What follows belongs to an exercise in optimizing a design on an open flow for small area and a short achievable clock period; a production flow would make more cautious choices. Only simulation tests tie the RTL to the original design; equivalence was not proved. Power and IR drop assume default switching activity.

===== flow/design.v =====
module dmem_read_queue #(
    parameter int BLOCK_ADDR_W = 13,
    parameter int DEPTH        = 4
) (
    input  logic                    CLK,
    input  logic                    nRST,
    input  logic                    req0_valid,
    input  logic [BLOCK_ADDR_W-1:0] req0_addr,
    input  logic                    req1_valid,
    input  logic [BLOCK_ADDR_W-1:0] req1_addr,
    input  logic                    rd_deq,
    output logic                    rd_head_valid,
    output logic [BLOCK_ADDR_W-1:0] rd_head_addr,
    output logic                    rd_head_port
);
    logic [DEPTH-1:0][BLOCK_ADDR_W-1:0] q_addr;
    logic [DEPTH-1:0]        q_port;
    logic [DEPTH-1:0]        valid;
    logic [DEPTH-1:0]        valid_s;
    logic [DEPTH-1:0]        free1, free2;
    logic [DEPTH-1:0]        take0, take1, hold, shift;
    assign rd_head_valid = valid[0];
    assign rd_head_addr  = q_addr[0];
    assign rd_head_port  = q_port[0];
    for (genvar i = 0; i < DEPTH; i++) begin : g_free
        if (i + 1 < DEPTH) begin : g_mid
            assign valid_s[i] = rd_deq ? valid[i+1] : valid[i];
        end else begin : g_last
            assign valid_s[i] = rd_deq ? 1'b0 : valid[i];
        end
        if (i == 0) begin : g_first
            assign free1[i] = ~valid_s[i];
            assign free2[i] = 1'b0;
        end else begin : g_rest
            assign free1[i] = ~valid_s[i] & valid_s[i-1];
            assign free2[i] = ~valid_s[i] & free1[i-1];
        end
    end
    assign take0 = req0_valid ? free1 : '0;
    assign take1 = req1_valid ? (req0_valid ? free2 : free1) : '0;
    assign shift = rd_deq ? ~(take0 | take1) : '0;
    assign hold  = rd_deq ? '0 : ~(take0 | take1);
    always_ff @(posedge CLK) begin
        for (int i = 0; i < DEPTH; i++) begin
            q_addr[i] <= ({BLOCK_ADDR_W{hold[i]}}  & q_addr[i]) |
                         ({BLOCK_ADDR_W{shift[i]}} & q_addr[(i+1)%DEPTH]) |
                         ({BLOCK_ADDR_W{take0[i]}} & req0_addr) |
                         ({BLOCK_ADDR_W{take1[i]}} & req1_addr);
            q_port[i] <= (hold[i] & q_port[i]) | (shift[i] & q_port[(i+1)%DEPTH]) | take1[i];
        end
    end
    always_ff @(posedge CLK or negedge nRST) begin
        if (!nRST) begin
            valid <= '0;
        end else begin
            valid <= valid_s | take0 | take1;
        end
    end
endmodule
module dmem_write_queue #(
    parameter int BLOCK_ADDR_W = 13,
    parameter int DATA_W       = 64,
    parameter int DEPTH        = 6
) (
    input  logic                    CLK,
    input  logic                    nRST,
    input  logic                    req0_valid,
    input  logic [BLOCK_ADDR_W-1:0] req0_addr,
    input  logic [DATA_W-1:0]       req0_data,
    input  logic                    req1_valid,
    input  logic [BLOCK_ADDR_W-1:0] req1_addr,
    input  logic [DATA_W-1:0]       req1_data,
    input  logic                    wr_deq,
    input  logic                    rd_deq,
    input  logic [BLOCK_ADDR_W-1:0] rd_addr,
    output logic [BLOCK_ADDR_W-1:0] wr_head_addr,
    output logic                    wr_empty,
    output logic                    slow_down,
    output logic                    fwd_take,
    output logic                    fwd_take_n,
    output logic [DATA_W-1:0]       data_out
);
    logic [DEPTH-1:0][BLOCK_ADDR_W-1:0] q_addr;
    logic [DEPTH-1:0][DATA_W-1:0]       q_data;
    logic [DEPTH-1:0] head;
    logic [DEPTH-1:0] tail;
    logic [DEPTH-1:0] valid;
    logic [DEPTH-1:0] sel;
    logic [DEPTH-1:0] head_n;
    logic [DEPTH-1:0] tail_n;
    logic [DEPTH-1:0] valid_n;
    logic [DEPTH-1:0] wen;
    logic [DEPTH-1:0] take0, take1, keep;
    logic [DEPTH-1:0] match_s;
    logic [DEPTH-1:0] youngest_s;
    logic             hit0, hit1;
    logic [DEPTH-1:0] youngest_n;
    logic             eq0, eq1;
    logic             slow_down_n;
    assign wr_empty = ~|valid;
    assign wen   = ((req0_valid | req1_valid) ? tail : '0) |
                   ((req0_valid & req1_valid) ? {tail[DEPTH-2:0], tail[DEPTH-1]} : '0);
    assign take0 = (req0_valid ? tail : '0);
    assign take1 = wen & ~take0;
    assign keep  = ~wen;
    logic                    tail_even;
    logic [1:0][BLOCK_ADDR_W-1:0] in_addr;
    logic [1:0][DATA_W-1:0]       in_data;
    always_comb begin
        tail_even = 1'b0;
        for (int i = 0; i < DEPTH; i += 2) begin
            tail_even = tail_even | tail[i];
        end
    end
    assign in_addr[0] = (tail_even & req0_valid)  ? req0_addr : req1_addr;
    assign in_data[0] = (tail_even & req0_valid)  ? req0_data : req1_data;
    assign in_addr[1] = (~tail_even & req0_valid) ? req0_addr : req1_addr;
    assign in_data[1] = (~tail_even & req0_valid) ? req0_data : req1_data;
    always_ff @(posedge CLK) begin
        for (int i = 0; i < DEPTH; i++) begin
            q_addr[i] <= ({BLOCK_ADDR_W{keep[i]}} & q_addr[i]) |
                         ({BLOCK_ADDR_W{wen[i]}}  & in_addr[i%2]);
            q_data[i] <= ({DATA_W{keep[i]}} & q_data[i]) |
                         ({DATA_W{wen[i]}}  & in_data[i%2]);
        end
    end
    always_comb begin
        tail_n = tail;
        if (req0_valid & req1_valid) begin
            tail_n = {tail[DEPTH-3:0], tail[DEPTH-1:DEPTH-2]};
        end else if (req0_valid | req1_valid) begin
            tail_n = {tail[DEPTH-2:0], tail[DEPTH-1]};
        end
        head_n  = wr_deq ? {head[DEPTH-2:0], head[DEPTH-1]} : head;
        valid_n = (valid & ~(wr_deq ? head : '0)) | wen;
    end
    function automatic logic two_free(input logic [DEPTH-1:0] v);
        logic one, two;
        one = 1'b0;
        two = 1'b0;
        for (int i = 0; i < DEPTH; i++) begin
            two = two | (one & ~v[i]);
            one = one | ~v[i];
        end
        two_free = two;
    endfunction
    assign slow_down_n = ~two_free(valid_n);
    assign eq0 = (req0_addr == rd_addr);
    assign eq1 = (req1_addr == rd_addr);
    always_comb begin
        for (int i = 0; i < DEPTH; i++) begin
            match_s[i] = valid[i] & (q_addr[i] == rd_addr);
        end
    end
    for (genvar i = 0; i < DEPTH; i++) begin : g_young
        logic [DEPTH-1:0] stop_c;
        logic [DEPTH-1:0] blk_c;
        assign stop_c[0] = 1'b0;
        assign blk_c[0]  = 1'b0;
        for (genvar k = 1; k < DEPTH; k++) begin : g_k
            assign stop_c[k] = stop_c[k-1] | tail[(i+k)%DEPTH];
            assign blk_c[k]  = blk_c[k-1] | (match_s[(i+k)%DEPTH] & ~stop_c[k]);
        end
        assign youngest_s[i] = match_s[i] & ~blk_c[DEPTH-1];
    end
    assign hit1 = req1_valid & eq1;
    assign hit0 = req0_valid & eq0;
    assign youngest_n = hit1 ? take1 : (hit0 ? take0 : youngest_s);
    assign fwd_take_n = rd_deq & (hit0 | hit1 | (|match_s));
    always_ff @(posedge CLK or negedge nRST) begin
        if (!nRST) begin
            head      <= DEPTH'(1);
            tail      <= DEPTH'(1);
            sel       <= DEPTH'(1);
            valid     <= '0;
            slow_down <= 1'b0;
            fwd_take  <= 1'b0;
        end else begin
            head      <= head_n;
            tail      <= tail_n;
            sel       <= rd_deq ? youngest_n : head_n;
            valid     <= valid_n;
            slow_down <= slow_down_n;
            fwd_take  <= fwd_take_n;
        end
    end
    logic [DEPTH:0][DATA_W-1:0]       data_acc;
    logic [DEPTH:0][BLOCK_ADDR_W-1:0] addr_acc;
    assign data_acc[0] = '0;
    assign addr_acc[0] = '0;
    for (genvar i = 0; i < DEPTH; i++) begin : g_out
        assign data_acc[i+1] = data_acc[i] | ({DATA_W{sel[i]}} & q_data[i]);
        assign addr_acc[i+1] = addr_acc[i] | ({BLOCK_ADDR_W{head[i]}} & q_addr[i]);
    end
    assign data_out     = data_acc[DEPTH];
    assign wr_head_addr = addr_acc[DEPTH];
endmodule
module mem_access_ctrl #(
    parameter int BLOCK_ADDR_W = 13,
    parameter int WORD_W       = 32
) (
    input  logic                    CLK,
    input  logic                    nRST,
    input  logic                    imem0_ren,
    input  logic [BLOCK_ADDR_W-1:0] imem0_addr,
    input  logic                    imem1_ren,
    input  logic [BLOCK_ADDR_W-1:0] imem1_addr,
    input  logic                    rd_head_valid,
    input  logic [BLOCK_ADDR_W-1:0] rd_head_addr,
    input  logic                    rd_head_port,
    input  logic [BLOCK_ADDR_W-1:0] wr_head_addr,
    input  logic                    wr_empty,
    input  logic                    fwd_take,
    input  logic                    fwd_take_n,
    input  logic [2*WORD_W-1:0]     q_data,
    input  logic [1:0]              ram_state,
    input  logic [WORD_W-1:0]       ram_load,
    input  logic                    dcache0_flushed,
    input  logic                    dcache1_flushed,
    output logic                    rd_deq,
    output logic                    wr_deq,
    output logic                    ram_ren,
    output logic                    ram_wen,
    output logic [BLOCK_ADDR_W:0]   ram_addr,
    output logic [WORD_W-1:0]       ram_store,
    output logic                    imem0_hit,
    output logic [2*WORD_W-1:0]     imem0_load,
    output logic                    imem1_hit,
    output logic [2*WORD_W-1:0]     imem1_load,
    output logic                    dmem0_valid,
    output logic [2*WORD_W-1:0]     dmem0_data,
    output logic                    dmem1_valid,
    output logic [2*WORD_W-1:0]     dmem1_data,
    output logic                    flushed
);
    logic acc0, acc1, halt, arb;
    logic                    w_read;
    logic                    w_write;
    logic                    w_port;
    logic [BLOCK_ADDR_W-1:0] w_addr;
    logic [2*WORD_W-1:0]     w_data;
    logic       lru;
    logic [1:0] resp_valid;
    logic ram_done;
    logic halt_req;
    logic pick_f, pick_any;
    logic f_port;
    logic acc0_done, acc1_done;
    logic acc0_n, acc1_n, w_write_n;
    logic f0_acc1, f1_acc1;
    logic s_rd, s_wr, s_f0, s_f1;
    logic lo_keep, lo_ram, lo_hi, lo_q;
    logic hi_keep, hi_ram, hi_q;
    assign arb      = ~(acc0 | acc1 | halt);
    assign ram_done = (ram_state == 2'd2);
    assign halt_req = dcache0_flushed & dcache1_flushed & wr_empty;
    assign pick_f   = ~halt_req & ~rd_head_valid & wr_empty & (imem0_ren | imem1_ren);
    assign pick_any = ~halt_req & (rd_head_valid | ~wr_empty | imem0_ren | imem1_ren);
    assign f_port   = imem1_ren & (~imem0_ren | lru);
    assign rd_deq = arb & ~halt_req & rd_head_valid;
    assign wr_deq = arb & ~rd_head_valid & ~wr_empty;
    assign acc0_done = acc0 & ~fwd_take & ram_done;
    assign acc1_done = acc1 & ram_done;
    assign acc0_n    = arb ? pick_any : (acc0 & ~fwd_take & ~ram_done);
    assign acc1_n    = acc0_done | (acc1 & ~ram_done);
    assign w_write_n = arb ? (~rd_head_valid & ~wr_empty) : w_write;
    always_ff @(posedge CLK or negedge nRST) begin
        if (!nRST) begin
            acc0       <= 1'b0;
            acc1       <= 1'b0;
            halt       <= 1'b0;
            lru        <= 1'b0;
            resp_valid <= 2'b00;
            flushed    <= 1'b0;
            ram_ren    <= 1'b0;
            ram_wen    <= 1'b0;
            f0_acc1    <= 1'b0;
            f1_acc1    <= 1'b0;
        end else begin
            acc0       <= acc0_n;
            acc1       <= acc1_n;
            ram_ren    <= ((acc0_n & ~fwd_take_n) | acc1_n) & ~w_write_n;
            ram_wen    <= (acc0_n | acc1_n) & w_write_n;
            f0_acc1    <= acc1_n & ~w_read & ~w_write & ~w_port;
            f1_acc1    <= acc1_n & ~w_read & ~w_write &  w_port;
            halt       <= halt | (arb & halt_req);
            if (arb & pick_f) begin
                lru <= ~f_port;
            end
            resp_valid <= (w_read & (fwd_take | acc1_done)) ? {w_port, ~w_port} : 2'b00;
            flushed    <= halt;
        end
    end
    assign s_rd = arb & rd_head_valid;
    assign s_wr = arb & ~rd_head_valid & ~wr_empty;
    assign s_f1 = arb & ~rd_head_valid & wr_empty & f_port;
    assign s_f0 = arb & ~rd_head_valid & wr_empty & ~f_port;
    always_ff @(posedge CLK) begin
        if (arb) begin
            w_read  <= rd_head_valid;
            w_write <= ~rd_head_valid & ~wr_empty;
            w_port  <= rd_head_valid ? rd_head_port : f_port;
        end
        w_addr <= ({BLOCK_ADDR_W{~arb}} & w_addr) |
                  ({BLOCK_ADDR_W{s_rd}} & rd_head_addr) |
                  ({BLOCK_ADDR_W{s_wr}} & wr_head_addr) |
                  ({BLOCK_ADDR_W{s_f0}} & imem0_addr) |
                  ({BLOCK_ADDR_W{s_f1}} & imem1_addr);
    end
    assign lo_q    = arb | fwd_take;
    assign lo_ram  = acc0_done & ~w_write;
    assign lo_hi   = acc0_done & w_write;
    assign lo_keep = ~(lo_q | acc0_done);
    assign hi_q    = arb | fwd_take;
    assign hi_ram  = acc1_done;
    assign hi_keep = ~(hi_q | acc1_done);
    always_ff @(posedge CLK) begin
        w_data[WORD_W-1:0] <=
            ({WORD_W{lo_keep}} & w_data[WORD_W-1:0]) |
            ({WORD_W{lo_ram}}  & ram_load) |
            ({WORD_W{lo_hi}}   & w_data[2*WORD_W-1:WORD_W]) |
            ({WORD_W{lo_q}}    & q_data[WORD_W-1:0]);
        w_data[2*WORD_W-1:WORD_W] <=
            ({WORD_W{hi_keep}} & w_data[2*WORD_W-1:WORD_W]) |
            ({WORD_W{hi_ram}}  & ram_load) |
            ({WORD_W{hi_q}}    & q_data[2*WORD_W-1:WORD_W]);
    end
    assign ram_addr  = {w_addr, acc1};
    assign ram_store = w_data[WORD_W-1:0];
    assign dmem0_valid = resp_valid[0];
    assign dmem1_valid = resp_valid[1];
    assign dmem0_data  = w_data;
    assign dmem1_data  = w_data;
    assign imem0_hit  = f0_acc1 & ram_done & imem0_ren & (imem0_addr == w_addr);
    assign imem1_hit  = f1_acc1 & ram_done & imem1_ren & (imem1_addr == w_addr);
    assign imem0_load = {ram_load, w_data[WORD_W-1:0]};
    assign imem1_load = {ram_load, w_data[WORD_W-1:0]};
endmodule
module dual_mem_controller (
    input  logic        CLK,
    input  logic        nRST,
    input  logic        imem0_ren,
    input  logic [12:0] imem0_addr,
    input  logic        imem1_ren,
    input  logic [12:0] imem1_addr,
    input  logic        dmem0_rd_valid,
    input  logic [12:0] dmem0_rd_addr,
    input  logic        dmem1_rd_valid,
    input  logic [12:0] dmem1_rd_addr,
    input  logic        dmem0_wr_valid,
    input  logic [12:0] dmem0_wr_addr,
    input  logic [63:0] dmem0_wr_data,
    input  logic        dmem1_wr_valid,
    input  logic [12:0] dmem1_wr_addr,
    input  logic [63:0] dmem1_wr_data,
    input  logic        dcache0_flushed,
    input  logic        dcache1_flushed,
    input  logic [1:0]  ram_state,
    input  logic [31:0] ram_load,
    output logic        imem0_hit,
    output logic [63:0] imem0_load,
    output logic        imem1_hit,
    output logic [63:0] imem1_load,
    output logic        dmem0_rd_resp_valid,
    output logic [63:0] dmem0_rd_resp_data,
    output logic        dmem1_rd_resp_valid,
    output logic [63:0] dmem1_rd_resp_data,
    output logic        slow_down,
    output logic        flushed,
    output logic        ram_ren,
    output logic        ram_wen,
    output logic [13:0] ram_addr,
    output logic [31:0] ram_store
);
    logic        rd_head_valid;
    logic [12:0] rd_head_addr;
    logic        rd_head_port;
    logic        rd_deq;
    logic [12:0] wr_head_addr;
    logic        wr_empty;
    logic        wr_deq;
    logic        fwd_take;
    logic        fwd_take_n;
    logic [63:0] q_data;
    dmem_read_queue #(.BLOCK_ADDR_W(13), .DEPTH(4)) read_q_i (
        .CLK           (CLK),
        .nRST          (nRST),
        .req0_valid    (dmem0_rd_valid),
        .req0_addr     (dmem0_rd_addr),
        .req1_valid    (dmem1_rd_valid),
        .req1_addr     (dmem1_rd_addr),
        .rd_deq        (rd_deq),
        .rd_head_valid (rd_head_valid),
        .rd_head_addr  (rd_head_addr),
        .rd_head_port  (rd_head_port)
    );
    dmem_write_queue #(.BLOCK_ADDR_W(13), .DATA_W(64), .DEPTH(6)) write_q_i (
        .CLK           (CLK),
        .nRST          (nRST),
        .req0_valid    (dmem0_wr_valid),
        .req0_addr     (dmem0_wr_addr),
        .req0_data     (dmem0_wr_data),
        .req1_valid    (dmem1_wr_valid),
        .req1_addr     (dmem1_wr_addr),
        .req1_data     (dmem1_wr_data),
        .wr_deq        (wr_deq),
        .rd_deq        (rd_deq),
        .rd_addr       (rd_head_addr),
        .wr_head_addr  (wr_head_addr),
        .wr_empty      (wr_empty),
        .slow_down     (slow_down),
        .fwd_take      (fwd_take),
        .fwd_take_n    (fwd_take_n),
        .data_out      (q_data)
    );
    mem_access_ctrl #(.BLOCK_ADDR_W(13), .WORD_W(32)) access_ctrl_i (
        .CLK             (CLK),
        .nRST            (nRST),
        .imem0_ren       (imem0_ren),
        .imem0_addr      (imem0_addr),
        .imem1_ren       (imem1_ren),
        .imem1_addr      (imem1_addr),
        .rd_head_valid   (rd_head_valid),
        .rd_head_addr    (rd_head_addr),
        .rd_head_port    (rd_head_port),
        .wr_head_addr    (wr_head_addr),
        .wr_empty        (wr_empty),
        .fwd_take        (fwd_take),
        .fwd_take_n      (fwd_take_n),
        .q_data          (q_data),
        .ram_state       (ram_state),
        .ram_load        (ram_load),
        .dcache0_flushed (dcache0_flushed),
        .dcache1_flushed (dcache1_flushed),
        .rd_deq          (rd_deq),
        .wr_deq          (wr_deq),
        .ram_ren         (ram_ren),
        .ram_wen         (ram_wen),
        .ram_addr        (ram_addr),
        .ram_store       (ram_store),
        .imem0_hit       (imem0_hit),
        .imem0_load      (imem0_load),
        .imem1_hit       (imem1_hit),
        .imem1_load      (imem1_load),
        .dmem0_valid     (dmem0_rd_resp_valid),
        .dmem0_data      (dmem0_rd_resp_data),
        .dmem1_valid     (dmem1_rd_resp_valid),
        .dmem1_data      (dmem1_rd_resp_data),
        .flushed         (flushed)
    );
endmodule

===== flow/flow/run.sh =====
#!/bin/bash
set -euo pipefail
export BUFFER_PORTS_ARGS="-buffer_cell sky130_fd_sc_hd__buf_1"
bash standard.sh finish > make_finish.log 2>&1

===== flow/standard.sh =====
#!/bin/bash
# synth_recipe.tcl (not shown) runs the flow's synth.tcl, then flattens the netlist and writes it again
# the make line also repeats each setting of config.mk as NAME=value (left out here)
make -C /OpenROAD-flow-scripts/flow DESIGN_CONFIG=/design/flow/config.mk WORK_HOME=/design/flow/orfs CLKGATE_MAP_FILE= SYNTH_SCRIPT=/design/flow/synth_recipe.tcl "${@:-finish}"

===== flow/config.mk =====
export PLATFORM = sky130hd
export DESIGN_NAME = dual_mem_controller
export DESIGN_NICKNAME = dual_mem_controller
export VERILOG_FILES = /design/flow/design.v
export SDC_FILE = /design/flow/constraint.sdc
export NUM_CORES = 4
export LEC_CHECK = 0
export CAP_MARGIN = 20
export CORE_MARGIN = 2
export CORE_UTILIZATION = 60
export CTS_BUF_LIST = sky130_fd_sc_hd__clkbuf_8
export CTS_CLUSTER_DIAMETER = 50
export CTS_CLUSTER_SIZE = 16
export PLACE_DENSITY = 0.72
export SETUP_SLACK_MARGIN = 2.7
export SLEW_MARGIN = 20

===== flow/constraint.sdc =====
create_clock -name core_clock -period 5.8 [get_ports {CLK}]
set_input_delay 1.1600 -clock core_clock [delete_from_list [all_inputs] [get_ports {CLK}]]
set_output_delay 1.1600 -clock core_clock [all_outputs]
set_load 0.01 [all_outputs]

==> qor.txt, run 1 <==
leading area contributor after synthesis - edfxtp_1
Top FF cell, synth - edfxtp_1
FP Rows - 81
Worst-Margin Slew - 1.19 ns
Crit. End Element - output port
I/O pin count - 560
Pwr per Cell Area - 335 nW/um2
Syn-to-layout area delta - 9.45%
Clock power frac - 0.253
period utilisation layout - 0.587
Slew HR - 0.202
Hold Violations, Final - 0
Via Count - 21600
Crit Path Max Fanout - 2
DIE WIDTH - 226 um
Clock Latency Late Sink - 0.71 ns
CP arrival - 2.25 ns
hold path start - read_q_i.q_addr[17]
final hold slack - 0.482 ns
Die Y - 226 um
status - complete, no violations
clock buffer depth - 3
RePlAce Congestion - 0.998
post-route cell area - 32200 um2
Clk pin slew, worst setup/hold paths - 0.10 ns
Worst EP required - 4.64 ns
FMAX - 0.294 GHz
fillers - 3674
ys async rst share - 0.0642
Syn. warnings - 3
via/cell ratio - 6.69
Internal Power - 0.00750 W
first-pass GRT wire length - 139 mm
clock sinks - 639
DRC Markers - 0
Pins Over Slew Limit - 0
die area - 50900 um2
sequential area share after synthesis - 0.599
initial antenna violation count - 11
synth top area cells - edfxtp_1, dfxtp_1, mux2_2, a22oi_1, buf_4
post-synth net total - 2474
post-layout min period - 3.41 ns
max cap viols - 0
ANT nets after route - 0
worst slack, placed - 1.52 ns
PortBufs - 559
Reg2Reg Depth - 6
final WL - 98.9 mm
CTS tree - done
switching power - 0.00329 W
sequential share of power - 0.578
fin nets - 2767
hold endpoint - read_q_i.q_addr[4]
H-tree depth - 2
First DRT Iteration DRCs - 2807
largest net degree at the start of global routing - 81
R2R Setup Slk - 2.78 ns
DR pass1 iterations - 8
total congestion overflow - 0
WL/cell - 30.6 um
Post-Syn Area - 29500 um2
Num CTS Buffers - 55
initial core utilization - 0.604
vias in the first global route - 20400
Root Driver - clkbuf_8
ratio of cells with drive above 1 in the final layout - 0.156
Yosys cell types - 68
final total negative setup slack - 0 ns
kind of critical path - input pin to output port
Post-Syn Area per Cell - 13.2 um2
worst flop-to-flop path startpoint - read_q_i.q_addr[4]
total power - 0.0108 W
switch share - 0.305
peak supply drop - 0.243 mV
Placed Instance Area - 30600 um2
commonest cells in the netlist - edfxtp_1, a22oi_1, buf_4
fin worst setup slack - 2.39 ns
#FFs+latches synth - 639
worst hold path type - flop to flop
Core Area - 48700 um2
proportion of netlist area held by the largest area contributor - 0.473
GRT Overall Usage - 0.379
final setup violation count - 0
Reg-to-Reg End - write_q_i.sel[1]
most frequent cell after synthesis - edfxtp_1
RSZ-0062 raised after global routing - yes
synthesized netlist cell count - 2224
Leakage - 10.4 nW
Hold Path Stages - 1
hpwl dp - 66.4 mm
EDFF count, synth - 464
Hold Buf Count CTS - 0
Final Skew - 0.0292 ns
logic gate share of total power - 0.168
CP Launch Type - input pin
## power groups by stage
stage | combinational [W] | clock [W] | sequential, W
3_5_place_dp | 0.00176 | 0 | 0.00631
5_1_grt | 0.00195 | 0.00291 | 0.00629
4_1_cts | 0.00178 | 0.00274 | 0.00621
3_3_place_gp | 0.00173 | 0 | 0.00628
6_report | 0.00182 | 0.00273 | 0.00624
2_1_floorplan | 0.00138 | 0 | 0.00612
## cells in the final DEF (no fill, tap or decap), types with 26 or more instances in the layout
| cell | count |
|---|---|
| nor2_1 | 30 |
| buf_4 | 39 |
| dfxtp_1 | 133 |
| a21oi_1 | 28 |
| nand3_1 | 26 |
| a31oi_1 | 69 |
| mux2i_1 | 45 |
| a221o_1 | 90 |
| nand4_1 | 50 |
| edfxtp_1 | 464 |
| clkbuf_8 | 58 |
| buf_1 | 542 |
| a22oi_1 | 246 |
| mux2_2 | 189 |
| dfrtp_1 | 33 |
| xnor2_1 | 120 |
| inv_1 | 47 |
| o21ai_0 | 28 |
| nand2_1 | 53 |
| a22o_1 | 26 |
## worst max path at each step
stage                     depth (start not counted)      startpoint             endpoint
after floorplan                                   6  dmem1_wr_valid  write_q_i.slow_down
after global placement                            6  dmem0_wr_valid                 flop
after detailed placement                          6  dmem0_wr_valid                 flop
after CTS                                         5    ram_state[1]            imem0_hit
after global routing                              5   imem0_addr[8]            imem0_hit
final                                             5   imem1_addr[0]            imem1_hit
## layout make-up
| class | instances | area, um2 | share of cell area |
|---|---|---|---|
| Timing Repair Buffer | 604 | 2580 | 0.0800 |
| Antenna cell | 8 | 20.0 | 0.000621 |
| Tap cell | 664 | 831 | 0.0258 |
| Sequential cell | 639 | 17700 | 0.548 |
| Inverter | 32 | 125 | 0.00388 |
| Clock inverter | 46 | 358 | 0.0111 |
| Clock buffer | 58 | 798 | 0.0248 |
| Multi-Input combinational cell | 1185 | 9870 | 0.306 |
## cells by family after synthesis
logic type / after synthesis / synth area share
flops: 639 / 0.599
xor+xnor: 130 / 0.0387
compound gates: 585 / 0.152
buf+inv: 400 / 0.0809
simple gates: 235 / 0.0418
mux: 234 / 0.0875
fa+ha+maj: 1 / 0.000340
## routing by layer
layer / track usage / part of all wire / up-vias
li1: - / - / 9114
met1: 0.489 / 0.36 / 10800
met2: 0.594 / 0.47 / 1514
met3: 0.0849 / 0.11 / 247
met4: 0.215 / 0.059 / 4
met5: 0 / 0.00029 / -
## through the flow
stage | cells | util
after floorplan | 2224 | -
after global placement | 3114 | 0.628
after detailed placement | 3114 | 0.628
after CTS | 3220 | 0.657
after global routing | 3236 | 0.661
final | 3236 | 0.661
## worst max-delay path: stages
cell	delay [ns]
buf_2	0.17
xnor2_4	0.23
nand4_1	0.14
nor4_2	0.34
buf_2	0.20
## timing repair
item,in CTS,in global routing
buffers inserted,2,8
resized for setup,45,32
pin swaps,21,19
endpoints found under the setup margin,173,82
==> run 2: changes to the inputs <==
--- a/flow/config.mk
+++ b/flow/config.mk
@@ -14,3 +14,3 @@
 export PLACE_DENSITY = 0.72
-export SETUP_SLACK_MARGIN = 2.7
+export SETUP_SLACK_MARGIN = 2.9
 export SLEW_MARGIN = 20
==> run 2 against run 1 <==
Against the previous run:
- still clean
- routed wire length is 5.0% lower
- clock skew is 0.0037 ns higher
- hold slack worse by 0.0022 ns
- core utilization is 0.24 points higher
- register-to-register slack better by 0.20 ns
- critical path type unchanged
- highest routed layer is now met4
==> qor.txt, run 2 <==
status - complete, no violations
Num CTS Buffers - 55 (unchanged)
sequential area share after synthesis - 0.599 (unchanged)
clock sinks - 639 (unchanged)
FP Rows - 81 (unchanged)
commonest cells in the netlist - edfxtp_1, a22oi_1, buf_4
RSZ-0062 raised after global routing - yes
ratio of cells with drive above 1 in the final layout - 0.166 (+0.0102)
most common cell after layout, fill and taps aside - buf_1
Reg2Reg Depth - 6 (unchanged)
Hold Path Stages - 1 (unchanged)
kind of critical path - input pin to output port
Worst-Margin Slew - 1.13 ns (-0.0553 ns)
First DRT Iteration DRCs - 2427 (-14%)
Worst EP required - 4.64 ns (about the same)
leading area contributor after synthesis - edfxtp_1
clock buffer depth - 3 (unchanged)
period utilisation layout - 0.548 (-0.0388)
fin nets - 2778 (+0.40%)
Die Y - 226 um (unchanged)
synth top area cells - edfxtp_1, dfxtp_1, mux2_2, a22oi_1, buf_4
Core Area - 48700 um2 (unchanged)
CTS tree - done
post-synth net total - 2474 (unchanged)
Pwr per Cell Area - 336 nW/um2 (+0.39%)
initial antenna violation count - 7 (-4)
Root Driver - clkbuf_8
EDFF count, synth - 464 (unchanged)
initial core utilization - 0.604 (unchanged)
Yosys cell types - 68 (unchanged)
fin worst setup slack - 2.62 ns (+0.225 ns)
post-synthesis simple-gate area fraction - 0.0418 (unchanged)
main combinational cell family by area after synthesis - compound AO/OA/AOI/OAI gates
post-synthesis mux area share - 0.0875 (unchanged)
Crit. End Element - output port
Leakage - 10.5 nW (+1.0%)
PortBufs - 559 (unchanged)
Via Count - 21300 (-1.8%)
via/cell ratio - 6.55 (-2.1%)
adder-cell area share of the yosys netlist - 0.000340 (unchanged)
post-layout min period - 3.18 ns (-0.225 ns)
Pins Over Slew Limit - 0 (unchanged)
vias in the first global route - 20100 (-1.7%)
Syn. warnings - 3 (unchanged)
RePlAce Congestion - 0.936 (-6.2%)
final total negative setup slack - 0 ns (unchanged)
Post-Syn Area - 29500 um2 (unchanged)
CP arrival - 2.02 ns (-0.23 ns)
die area - 50900 um2 (unchanged)
peak supply drop - 0.285 mV (+17%)
Hold Violations, Final - 0 (unchanged)
CP Launch Type - input pin
worst hold path type - flop to flop
Syn-to-layout area delta - 9.84%
largest net degree at the start of global routing - 79 (-2.5%)
total power - 0.0109 W (+0.75%)
Final Skew - 0.0330 ns (+0.00374 ns)
FMAX - 0.314 GHz (+7.1%)
H-tree depth - 2 (unchanged)
max cap viols - 0 (unchanged)
total congestion overflow - 0 (unchanged)
synthesized netlist cell count - 2224 (unchanged)
Clock Latency Late Sink - 0.70 ns (about the same)
DRC Markers - 0 (unchanged)
Hold Buf Count CTS - 0 (unchanged)
ANT nets after route - 0 (unchanged)
Util after Layout - 0.664 (+0.00236)
Slew HR - 0.245 (+0.0424)
first-pass GRT wire length - 133 mm (-4.2%)
Post-Syn Area per Cell - 13.2 um2 (unchanged)
WL/cell - 28.9 um (-5.3%)
GRT Overall Usage - 0.360 (-0.0190)
final setup violation count - 0 (unchanged)
hpwl dp - 63.1 mm (-4.9%)
Clk pin slew, worst setup/hold paths - 0.11 ns (about the same)
Top FF cell, synth - edfxtp_1
proportion of netlist area held by the largest area contributor - 0.473 (unchanged)
I/O pin count - 560 (unchanged)
worst slack, placed - 1.77 ns (+0.245 ns)
Crit Path Max Fanout - 3 (+1)
most frequent cells in the layout - buf_1, edfxtp_1, a22oi_1
#FFs+latches synth - 639 (unchanged)
ys async rst share - 0.0642 (unchanged)
DR pass1 iterations - 7 (-1)
final WL - 93.9 mm (-5.0%)
Compound-Gate Fraction of Synth Area - 0.152 (unchanged)
Synth Area in XOR/XNOR - 0.0387 (unchanged)
most frequent cell after synthesis - edfxtp_1
DIE WIDTH - 226 um (unchanged)
run 2: worst max-delay path, stage by stage:
cell	delay, ns
buf_1	0.10
nor2b_4	0.18
nand4_1	0.14
nor4_2	0.28
buf_2	0.17
run 2: report_power, final:
group / leakage [nW] / switching, W / internal (W)
clock network: 0.695 / 0.00160 / 0.00125
logic: 3.65 / 0.00112 / 0.000697
registers: 6.13 / 0.000516 / 0.00570
run 2: timing repair:
action | CTS | global route
endpoints found under the hold margin | 0 | 0
setup buffers | 3 | 10
setup endpoints to repair | 116 | 55
gates cloned | 2 | 1
resized for setup | 35 | 17
pin swaps | 5 | 9
run 2: area by class of cell:
type                       instances  area (um2)
antenna                            7        17.5
sequential                       639       17700
timing repair inverter             1        7.51
clock buffer                      61         840
fill                            3639       16400
tap                              664         831
clock inverter                    43         402
timing repair buffer             612        2610
multi-input combinational       1187        9860
inverter                          32         131
run 2: cell families after synthesis:
group,count (synthesis)
flops,639
compound gates,585
xor+xnor,130
mux,234
simple gates,235
fa+ha+maj,1
buf+inv,400
run 2: final timing paths:
check                      slack, ns                    end           startpoint
hold / removal                  0.48     read_q_i.q_addr[0]  read_q_i.q_addr[13]
setup reg to reg                2.98       write_q_i.sel[3]   read_q_i.q_addr[8]
min in group asynchronous       0.53  access_ctrl_i.f1_acc1                 nRST
setup / recovery                2.62              imem0_hit         ram_state[1]
max in group asynchronous       4.81       write_q_i.sel[5]                 nRST
hold reg to reg                 0.48     read_q_i.q_addr[0]  read_q_i.q_addr[13]
run 2: through the flow:
step	instances	hold WS, ns	cell area (um2)
final	3246	0.480	32400
after global routing	3246	0.497	32400
after CTS	3227	0.469	32100
after detailed placement	3118	0.421	30700
after global placement	3118	0.405	30700
after floorplan	2224	0.388	29700
run 2: layer usage:
layer	GRT usage	vias up	routed length, um
met5	0	-	0
met4	0.214	0	5870
met3	0.0430	234	6980
met2	0.605	1269	46800
met1	0.450	10600	34300
li1	-	9122	-
==> run 3: changes to the inputs <==
--- a/flow/config.mk
+++ b/flow/config.mk
@@ -14,3 +14,3 @@
 export PLACE_DENSITY = 0.72
-export SETUP_SLACK_MARGIN = 2.9
+export SETUP_SLACK_MARGIN = 3.1
 export SLEW_MARGIN = 20
==> run 3 against run 2 <==
Against the previous run:
- largest power group unchanged
- via count rose by 1.6%
- routed wire length rose by 1.9%
- clock skew rose by 0.023 ns
- still clean
- first-iteration DRC count rose by 0.41%
- maximum frequency fell by 2.5%
==> qor.txt, run 3 <==
Top FF cell, synth - edfxtp_1
Placed Instance Area - 30800 um2 (+0.22%)
initial core utilization - 0.604 (unchanged)
fin nets - 2785 (+0.25%)
Crit Path Max Fanout - 2 (-1)
placed insts - 3114 (-0.13%)
ANT nets after route - 0 (unchanged)
most common cell after layout, fill and taps aside - buf_1
Syn-to-layout area delta - 11.1%
I/O pin count - 560 (unchanged)
ys async rst share - 0.0642 (unchanged)
final total negative setup slack - 0 ns (unchanged)
max cap viols - 0 (unchanged)
Detail Route met3 WL - 8.66 mm (+24%)
period utilisation layout - 0.562 (+0.0140)
Pwr per Cell Area - 334 nW/um2 (-0.72%)
leading area contributor after synthesis - edfxtp_1
Num CTS Buffers - 54 (-1.8%)
Util after Layout - 0.671 (+0.00747)
Leakage - 10.6 nW (+1.5%)
post-layout min period - 3.26 ns (+0.0813 ns)
peak supply drop - 0.195 mV (-32%)
worst hold path type - flop to flop
CTS tree - done
FP Rows - 81 (unchanged)
commonest cells in the netlist - edfxtp_1, a22oi_1, buf_4
Worst EP required - 4.64 ns (about the same)
Slew HR - 0.297 (+0.0523)
final setup violation count - 0 (unchanged)
hpwl dp - 64.5 mm (+2.2%)
die area - 50900 um2 (unchanged)
hold endpoint - access_ctrl_i.flushed
Pins Over Slew Limit - 0 (unchanged)
Hold Buf Count CTS - 0 (unchanged)
RSZ-0062 raised after global routing - yes
synth top area cells - edfxtp_1, dfxtp_1, mux2_2, a22oi_1, buf_4
Via Count - 21600 (+1.6%)
most frequent cell after synthesis - edfxtp_1
initial antenna violation count - 7 (unchanged)
GRT Overall Usage - 0.369 (+0.00886)
clock buffer depth - 3 (unchanged)
First DRT Iteration DRCs - 2437 (+0.41%)
DRC Markers - 0 (unchanged)
Core Area - 48700 um2 (unchanged)
Yosys cell types - 68 (unchanged)
WL met1 - 35.5 mm (+3.3%)
H-tree depth - 2 (unchanged)
via/cell ratio - 6.64 (+1.4%)
largest net degree at the start of global routing - 65 (-18%)
CP arrival - 2.10 ns (+0.08 ns)
post-synth net total - 2474 (unchanged)
wire length on met2 - 46.3 mm (-0.88%)
PortBufs - 559 (unchanged)
proportion of netlist area held by the largest area contributor - 0.473 (unchanged)
#FFs+latches synth - 639 (unchanged)
Post-Syn Area per Cell - 13.2 um2 (unchanged)
kind of critical path - input pin to output port
CP Launch Type - input pin
post-route cell area - 32700 um2 (+1.1%)
FMAX - 0.307 GHz (-2.5%)
final WL - 95.7 mm (+1.9%)
Syn. warnings - 3 (unchanged)
synthesized netlist cell count - 2224 (unchanged)
Root Driver - clkbuf_8
status - complete, no violations
total congestion overflow - 0 (unchanged)
worst flop-to-flop path startpoint - write_q_i.sel[5]
Clock Latency Late Sink - 0.72 ns (+0.02 ns)
Clk pin slew, worst setup/hold paths - 0.10 ns (about the same)
Worst-Margin Slew - 1.05 ns (-0.0758 ns)
Post-Syn Area - 29500 um2 (unchanged)
RePlAce Congestion - 0.962 (+2.8%)
Final Skew - 0.0555 ns (+0.0225 ns)
R2R Setup Slk - 3.14 ns (+0.16 ns)
DR pass1 iterations - 8 (+1)
ratio of cells with drive above 1 in the final layout - 0.188 (+0.0217)
EDFF count, synth - 464 (unchanged)
Reg2Reg Depth - 4 (-2)
hold path start - access_ctrl_i.halt
Crit. End Element - output port
DIE WIDTH - 226 um (unchanged)
sequential area share after synthesis - 0.599 (unchanged)
Hold Violations, Final - 0 (unchanged)
clock sinks - 639 (unchanged)
Hold Path Stages - 0 (-1)
top sig layer - met4
first-pass GRT wire length - 136 mm (+2.1%)
vias in the first global route - 20300 (+1.4%)
WL/cell - 29.4 um (+1.7%)
Die Y - 226 um (unchanged)
Reg-to-Reg End - access_ctrl_i.w_data[28]
post-route insts no fill - 3252 (+0.18%)
most frequent cells in the layout - buf_1, edfxtp_1, a22oi_1
-- run 3: cell types whose count changed in the layout (fill, tap and decap cells not counted), sizes merged --
cell,delta
or2,+1
clkinvlp,+2
inv,-4
bufinv,+2
o211a,-1
nand2,+1
clkbuf,+6
o21ai,-1
-- run 3: worst max-delay path, stage by stage --
cell	delay (ns)
buf_1	0.11
xnor2_2	0.23
nand4_1	0.23
nor4_2	0.19
buf_2	0.18
-- run 3: power by group --
| group | total [W] | switching [W] | internal, W |
|---|---|---|---|
| combinational | 0.00182 | 0.00110 | 0.000714 |
| clock | 0.00287 | 0.00159 | 0.00128 |
| sequential | 0.00622 | 0.000526 | 0.00570 |
-- run 3: final cells by class --
| cell class | instances | area, um2 |
|---|---|---|
| timing repair buffer | 621 | 2790 |
| inverter | 32 | 131 |
| sequential | 639 | 17700 |
| clock buffer | 58 | 798 |
| fill | 3605 | 16000 |
| clock inverter | 44 | 440 |
| multi-input combinational | 1187 | 10000 |
| antenna | 7 | 17.5 |
| tap | 664 | 831 |
-- run 3: repair_timing --
action,CTS,global route
gates resized for setup,61,64
setup endpoints to repair,373,180
hold endpoints to repair,0,0
buffers inserted,12,14
gates cloned,1,1
pin swaps,14,18
-- run 3: per-stage QoR --
| stage | total power, W | hold slack [ns] | setup slack [ns] |
|---|---|---|---|
| after global routing | 0.0113 | 0.477 | 2.50 |
| after detailed placement | 0.00805 | 0.419 | 1.93 |
| final | 0.0109 | 0.451 | 2.54 |
| after CTS | 0.0109 | 0.451 | 2.52 |
| after global placement | 0.00801 | 0.397 | 2.05 |
| after floorplan | 0.00751 | 0.388 | 2.55 |
-- run 3: kinds of logic after synthesis --
kind of cell	Yosys count	share of synthesized area
simple gates	235	0.0418
flops	639	0.599
compound gates	585	0.152
fa+ha+maj	1	0.000340
buf+inv	400	0.0809
mux	234	0.0875
xor+xnor	130	0.0387
-- run 3: layer usage --
layer  vias up  GRT usage
met5         -          0
met4         0      0.203
met3       227     0.0630
li1       9161          -
met1     10800      0.478
met2      1430      0.594
-- run 3: how the worst max path moves through the flow --
stage / end / slack (ns) / from / cells past startpoint
final: imem0_hit / 2.54 / imem0_addr[12] / 5
after global routing: imem1_hit / 2.50 / imem1_addr[12] / 5
after floorplan: write_q_i.slow_down / 2.55 / dmem1_wr_valid / 6
after global placement: flop / 2.05 / dmem0_wr_valid / 6
after CTS: imem0_hit / 2.52 / ram_state[1] / 5
after detailed placement: read_q_i.q_addr[24] / 1.93 / access_ctrl_i.acc1 / 9
==> run 4: changes to the inputs <==
--- a/flow/config.mk
+++ b/flow/config.mk
@@ -14,3 +14,3 @@
 export PLACE_DENSITY = 0.72
-export SETUP_SLACK_MARGIN = 3.1
+export SETUP_SLACK_MARGIN = 2.8
 export SLEW_MARGIN = 20
==> run 4 against run 3 <==
Against the previous run:
- sequential power barely moved
- cell area down 1.7%
- hold slack better by 0.0085 ns
- largest cell class unchanged
- count of clock-buffer cells in the layout grew 4
- combinational power shrank 2%
- critical path depth unchanged
- maximum frequency is 3.2% higher
==> qor.txt, run 4 <==
RSZ-0062 raised after global routing - yes
crit path from - ram_state[1]
final WL - 94.8 mm (-0.95%)
PortBufs - 559 (unchanged)
most common cell after layout, fill and taps aside - buf_1
final total negative setup slack - 0 ns (unchanged)
Final Skew - 0.0518 ns (-0.00366 ns)
crit path capture - imem0_hit
Post-Syn Area - 29500 um2 (unchanged)
Core Area - 48700 um2 (unchanged)
R2R Setup Slk - 2.87 ns (-0.27 ns)
Multi-input gate area - 9770 um2 (-2.6%)
ANT nets after route - 0 (unchanged)
Via Count - 21400 (-0.84%)
total power - 0.0108 W (-1.2%)
post-layout min period - 3.16 ns (-0.101 ns)
first-pass GRT wire length - 134 mm (-1.2%)
Synth Area in XOR/XNOR - 0.0387 (unchanged)
DRC Markers - 0 (unchanged)
vias in the first global route - 20300 (-0.44%)
Worst EP required - 4.64 ns (about the same)
final setup violation count - 0 (unchanged)
fin nets - 2774 (-0.39%)
worst flop-to-flop path startpoint - read_q_i.q_addr[2]
initial antenna violation count - 5 (-2)
Reg-to-Reg End - write_q_i.fwd_take
Post-Syn Area per Cell - 13.2 um2 (unchanged)
Slew HR - 0.227 (-0.0705)
ratio of cells with drive above 1 in the final layout - 0.157 (-0.0305)
post-synthesis simple-gate area fraction - 0.0418 (unchanged)
initial core utilization - 0.604 (unchanged)
Leakage - 10.4 nW (-2.6%)
main combinational cell family by area after synthesis - compound AO/OA/AOI/OAI gates
clock buffer depth - 3 (unchanged)
post-route cell area - 32200 um2 (-1.7%)
worst slack, placed - 1.62 ns (-0.308 ns)
Reg2Reg Depth - 5 (+1)
Crit. End Element - output port
First DRT Iteration DRCs - 2856 (+17%)
total congestion overflow - 0 (unchanged)
max cap viols - 0 (unchanged)
Top FF cell, synth - edfxtp_1
Hold Violations, Final - 0 (unchanged)
ys async rst share - 0.0642 (unchanged)
DR pass1 iterations - 5 (-3)
kind of critical path - input pin to output port
die area - 50900 um2 (unchanged)
adder-cell area share of the yosys netlist - 0.000340 (unchanged)
Syn. warnings - 3 (unchanged)
Syn-to-layout area delta - 9.23%
clock sinks - 639 (unchanged)
DIE WIDTH - 226 um (unchanged)
WL/cell - 29.2 um (-0.61%)
synth top area cells - edfxtp_1, dfxtp_1, mux2_2, a22oi_1, buf_4
peak supply drop - 0.259 mV (+33%)
proportion of netlist area held by the largest area contributor - 0.473 (unchanged)
Placed Instance Area - 30700 um2 (-0.52%)
CP arrival - 2.00 ns (-0.10 ns)
Clock Latency Late Sink - 0.72 ns (about the same)
final hold slack - 0.459 ns (+0.00849 ns)
#FFs+latches synth - 639 (unchanged)
Clk pin slew, worst setup/hold paths - 0.10 ns (about the same)
fin worst setup slack - 2.64 ns (+0.101 ns)
CTS tree - done
leading area contributor after synthesis - edfxtp_1
GRT Overall Usage - 0.363 (-0.00598)
Root Driver - clkbuf_8
Pins Over Slew Limit - 0 (unchanged)
largest net degree at the start of global routing - 65 (unchanged)
Die Y - 226 um (unchanged)
Worst-Margin Slew - 1.16 ns (+0.106 ns)
via/cell ratio - 6.61 (-0.51%)
Yosys cell types - 68 (unchanged)
hpwl dp - 64.7 mm (+0.30%)
EDFF count, synth - 464 (unchanged)
sequential area share after synthesis - 0.599 (unchanged)
post-synth net total - 2474 (unchanged)
Hold Buf Count CTS - 0 (unchanged)
worst hold path type - flop to flop
most frequent cell after synthesis - edfxtp_1
Crit Path Max Fanout - 3 (+1)
Seq. cell area - 17700 um2 (-0.16%)
synthesized netlist cell count - 2224 (unchanged)
post-synthesis mux area share - 0.0875 (unchanged)
status - complete, no violations
H-tree depth - 2 (unchanged)
Pwr per Cell Area - 335 nW/um2 (+0.52%)
most frequent cells in the layout - buf_1, edfxtp_1, a22oi_1
RePlAce Congestion - 0.960 (-0.27%)
FMAX - 0.316 GHz (+3.2%)
fillers - 3673 (+1.9%)
Num CTS Buffers - 57 (+5.6%)
period utilisation layout - 0.545 (-0.0174)
commonest cells in the netlist - edfxtp_1, a22oi_1, buf_4
FP Rows - 81 (unchanged)
CP Launch Type - input pin
I/O pin count - 560 (unchanged)
Compound-Gate Fraction of Synth Area - 0.152 (unchanged)
run 4: cell counts after synthesis:
No cell type changed its count.
run 4: kinds of logic after synthesis:
family | after synthesis
flip-flops | 639
AO/OA/AOI/OAI | 585
buffers and inverters | 400
AND/OR/NAND/NOR | 235
multiplexers | 234
XOR/XNOR | 130
adder cells (fa/ha/maj) | 1
run 4: report_power, final:
group	internal, W	total (W)	leakage, nW	switching (W)
Clock	0.00110	0.00277	0.676	0.00166
Combinational	0.000688	0.00178	3.55	0.00109
Sequential	0.00570	0.00624	6.13	0.000544
run 4: worst max-delay path, cell delays in order:
cell,delay [ns]
buf_1,0.10
nor2b_4,0.18
nand4_1,0.11
nor4_2,0.28
buf_2,0.18
run 4: through the flow:
step	util	instances
6_report	0.660	3241
5_1_grt	0.660	3241
4_1_cts	0.658	3236
3_5_place_dp	0.629	3123
3_3_place_gp	0.629	3123
2_1_floorplan	-	2224
run 4: area by class of cell:
class,instances,area share
clock buffer,62,0.0265
inverter,32,0.00401
sequential,639,0.549
clock inverter,46,0.0112
timing repair buffer,609,0.0796
antenna,4,0.000311
tap,664,0.0258
multi-input combinational,1185,0.304
run 4: what timing repair did:
| item | CTS | global route |
|---|---|---|
| pin swaps | 24 | 3 |
| resized for setup | 44 | 9 |
| setup endpoints to repair | 257 | 43 |
| buffers inserted | 5 | 1 |
run 4: how the worst min path moves through the flow:
| stage | start | endpoint | slack, ns | cells past startpoint |
|---|---|---|---|---|
| detailed placement | access_ctrl_i.halt | access_ctrl_i.flushed | 0.42 | 0 |
| floorplan | access_ctrl_i.halt | access_ctrl_i.flushed | 0.39 | 0 |
| finish | access_ctrl_i.w_port | access_ctrl_i.resp_valid[0] | 0.46 | 1 |
| global placement | access_ctrl_i.halt | access_ctrl_i.flushed | 0.39 | 0 |
| global route | access_ctrl_i.w_port | access_ctrl_i.resp_valid[0] | 0.48 | 1 |
| CTS | access_ctrl_i.halt | access_ctrl_i.flushed | 0.45 | 0 |
run 4: layer usage:
metal | global-route usage | wire, um | vias to the layer above
li1 | - | - | 9141
met1 | 0.445 | 34300 | 10700
met2 | 0.600 | 46200 | 1352
met3 | 0.0580 | 7750 | 256
met4 | 0.231 | 6450 | 2
met5 | 0 | 13 | -
==> run 5: changes to the inputs <==
--- a/flow/config.mk
+++ b/flow/config.mk
@@ -9,3 +9,3 @@
 export CORE_MARGIN = 2
-export CORE_UTILIZATION = 60
+export CORE_UTILIZATION = 65
 export CTS_BUF_LIST = sky130_fd_sc_hd__clkbuf_8
@@ -13,4 +13,4 @@
 export CTS_CLUSTER_SIZE = 16
-export PLACE_DENSITY = 0.72
-export SETUP_SLACK_MARGIN = 2.8
+export PLACE_DENSITY = 0.75
+export SETUP_SLACK_MARGIN = 2.7
 export SLEW_MARGIN = 20
==> run 5 against run 4 <==
Against the previous run:
- still clean on timing, DRC and antenna
- combinational power barely moved
- synthesized area is the same
- sequential power is essentially flat
- critical path depth stayed put
- worst setup slack worse by 0.30 ns
- critical endpoint unchanged
==> qor.txt, run 5 <==
status - complete, no violations
Compound-Gate Fraction of Synth Area - 0.152 (unchanged)
CP Launch Type - input pin
synth top area cells - edfxtp_1, dfxtp_1, mux2_2, a22oi_1, buf_4
RePlAce Congestion - 1.00 (+4.6%)
worst hold path type - flop to flop
GRT Overall Usage - 0.401 (+0.0381)
H-tree depth - 2 (unchanged)
Worst EP required - 4.64 ns (about the same)
crit path cell chain - buf_6 > xnor2_4 > nand4_1 > nor4_4 > buf_2
Clock power frac - 0.252 (-0.004)
main combinational cell family by area after synthesis - compound AO/OA/AOI/OAI gates
ratio of cells with drive above 1 in the final layout - 0.154 (-0.00359)
via/cell ratio - 6.92 (+4.7%)
Syn-to-layout area delta - 8.88%
Detail Route met3 WL - 10.3 mm (+33%)
Hold Buf Count CTS - 0 (unchanged)
Multi-input gate area - 9860 um2 (+0.88%)
Worst-Margin Slew - 1.10 ns (-0.0595 ns)
EDFF count, synth - 464 (unchanged)
Core Area - 44500 um2 (-8.7%)
largest net degree at the start of global routing - 78 (+20%)
CP arrival - 2.30 ns (+0.30 ns)
proportion of netlist area held by the largest area contributor - 0.473 (unchanged)
Leakage - 10.3 nW (-0.32%)
commonest cells in the netlist - edfxtp_1, a22oi_1, buf_4
Clk pin slew, worst setup/hold paths - 0.09 ns (about the same)
peak supply drop - 0.218 mV (-16%)
DR pass1 iterations - 5 (unchanged)
Root Driver - clkbuf_8
die area - 47000 um2 (-7.6%)
final WL - 96.7 mm (+2.1%)
initial core utilization - 0.662 (+0.0575)
Slew HR - 0.259 (+0.0329)
kind of critical path - input pin to output port
Syn. warnings - 3 (unchanged)
PortBufs - 559 (unchanged)
final setup violation count - 0 (unchanged)
Synth Area in XOR/XNOR - 0.0387 (unchanged)
CP max stage delay - 0.47 ns (+0.19 ns)
max cap viols - 0 (unchanged)
DRC Markers - 0 (unchanged)
hpwl dp - 64.4 mm (-0.45%)
switch share - 0.302 (-0.00396)
#FFs+latches synth - 639 (unchanged)
Clock Latency Late Sink - 0.69 ns (-0.03 ns)
Hold Violations, Final - 0 (unchanged)
WL/cell - 30.7 um (+4.9%)
Pins Over Slew Limit - 0 (unchanged)
CTS tree - done
Util after Layout - 0.720 (+0.0605)
switching power - 0.00325 W (-1.5%)
Internal Power - 0.00751 W (+0.36%)
post-layout min period - 3.46 ns (+0.298 ns)
total congestion overflow - 0 (unchanged)
Crit Path Max Fanout - 2 (-1)
initial antenna violation count - 3 (-2)
vias in the first global route - 20500 (+1.4%)
ys async rst share - 0.0642 (unchanged)
FP Rows - 77 (-4.9%)
I/O pin count - 560 (unchanged)
post-synthesis simple-gate area fraction - 0.0418 (unchanged)
first-pass GRT wire length - 137 mm (+2.4%)
adder-cell area share of the yosys netlist - 0.000340 (unchanged)
sequential share of power - 0.579 (about the same)
synthesized netlist cell count - 2224 (unchanged)
Die Y - 217 um (-3.9%)
R2R Setup Slk - 2.72 ns (-0.15 ns)
Seq. cell area - 17700 um2 (about the same)
RSZ-0062 raised after global routing - yes
top sig layer - met4
wire length on met2 - 45.9 mm (-0.74%)
clock buffer depth - 3 (unchanged)
DIE WIDTH - 217 um (-3.9%)
clock sinks - 639 (unchanged)
WL met1 - 35.0 mm (+1.9%)
most common cell after layout, fill and taps aside - buf_1
period utilisation layout - 0.596 (+0.0513)
most frequent cell after synthesis - edfxtp_1
fillers - 3100 (-16%)
ANT nets after route - 0 (unchanged)
Num CTS Buffers - 54 (-5.3%)
post-synth net total - 2474 (unchanged)
Final Skew - 0.0291 ns (-0.0227 ns)
logic gate share of total power - 0.168 (+0.003)
Post-Syn Area - 29500 um2 (unchanged)
leading area contributor after synthesis - edfxtp_1
FMAX - 0.289 GHz (-8.6%)
Yosys cell types - 68 (unchanged)
post-synthesis mux area share - 0.0875 (unchanged)
sequential area share after synthesis - 0.599 (unchanged)
most frequent cells in the layout - buf_1, edfxtp_1, a22oi_1
Post-Syn Area per Cell - 13.2 um2 (unchanged)
fin nets - 2760 (-0.50%)
Crit. End Element - output port
Top FF cell, synth - edfxtp_1
First DRT Iteration DRCs - 3264 (+14%)
Via Count - 21800 (+1.8%)
final total negative setup slack - 0 ns (unchanged)
Worst path slowest cell - nor4_4
Pwr per Cell Area - 336 nW/um2 (+0.11%)
-- run 5: area by class of cell --
type | count | share of cell area
flip-flops and latches | 639 | 0.551
multi-input cells | 1186 | 0.307
repair buffers | 597 | 0.0785
clock buffers | 60 | 0.0258
well taps | 592 | 0.0231
clock inverters | 41 | 0.0102
inverters | 32 | 0.00410
diodes | 5 | 0.000390
-- run 5: kinds of logic after synthesis --
kind of cell | Yosys count
multiplexers | 234
AND/OR/NAND/NOR | 235
XOR/XNOR | 130
buffers and inverters | 400
AO/OA/AOI/OAI | 585
flip-flops | 639
adder cells (fa/ha/maj) | 1
-- run 5: layer usage --
layer	vias to the layer above	track usage
met4	0	0.207
li1	9103	-
met2	1576	0.639
met1	10900	0.524
met3	243	0.0822
met5	-	0
-- run 5: repair_timing --
item                       4_1_cts  5_1_grt
setup buffers                    3        0
setup endpoints to repair       95      122
gates cloned                     1        0
gates resized for setup         50       19
hold endpoints to repair         0        0
pin swaps                       21        4
-- run 5: stage by stage --
stage	std cells	instance area (um2)	worst slack, ns	hold slack (ns)	total power (W)
after detailed placement	3042	30500	1.73	0.431	0.00807
after CTS	3147	32000	2.34	0.430	0.0107
after global routing	3150	32100	2.29	0.448	0.0111
final	3152	32100	2.34	0.432	0.0108
after global placement	3042	30500	1.68	0.395	0.00801
after floorplan	2224	29600	2.55	0.388	0.00750
-- run 5: worst paths after layout --
| path | endpoint | cells after the start | start |
|---|---|---|---|
| setup / recovery | imem0_hit | 5 | imem0_addr[4] |
| min in group asynchronous | write_q_i.slow_down | 1 | nRST |
| hold / removal | access_ctrl_i.flushed | 0 | access_ctrl_i.halt |
| max in group asynchronous | write_q_i.sel[1] | 1 | nRST |
| hold reg to reg | access_ctrl_i.flushed | 0 | access_ctrl_i.halt |
| setup reg to reg | read_q_i.q_addr[21] | 6 | write_q_i.valid[5] |
-- run 5: critical path, delay by kind of cell --
family	cells	cell delay, ns
XOR/XNOR	1	0.17
buffers and inverters	2	0.33
AND/OR/NAND/NOR	2	0.64
-- run 5: power by group through the flow --
| stage | sequential [W] | clock, W | combinational, W |
|---|---|---|---|
| floorplan | 0.00612 | 0 | 0.00138 |
| CTS | 0.00620 | 0.00271 | 0.00178 |
| finish | 0.00624 | 0.00272 | 0.00181 |
| global route | 0.00628 | 0.00288 | 0.00193 |
| global placement | 0.00627 | 0 | 0.00174 |
| detailed placement | 0.00631 | 0 | 0.00176 |

[port drivers added, routing unchanged]
No port has a modelled driver above. Below, the same layouts with a new extraction and two added sets of constraints. Step 1: set_driving_cell puts a clkbuf_16 on CLK and a buf_2 on each other input, an assumption about the parent block. Step 2 adds t to the input delays and takes it off the output delays; t is the mean of the earliest and latest rising clock arrival at the registers after step 1. Input paths then give back, and output paths get back, about the clock's delay inside the block. a / b / c = no drivers / after step 1 / after step 2; a / b = the first two.
run	t, ns	setup WS [ns]	worst hold slack (ns)	latest minus earliest clock arrival (ns)
run 1	0.752	2.394 / 2.354 / 2.024	0.482 / 0.482 / 0.482	0.029 / 0.030
run 2	0.742	2.619 / 2.590 / 2.296	0.480 / 0.480 / 0.480	0.036 / 0.035
run 3	0.752	2.538 / 2.507 / 2.430	0.451 / 0.451 / 0.451	0.057 / 0.057
run 4	0.744	2.638 / 2.610 / 2.252	0.459 / 0.459 / 0.459	0.054 / 0.054
run 5	0.730	2.341 / 2.258 / 2.060	0.432 / 0.432 / 0.432	0.031 / 0.031
After both steps every run listed still meets setup and hold. The setup slack of run 4, which loses most, moves by -0.028 ns with the drivers and by -0.386 ns with both steps.
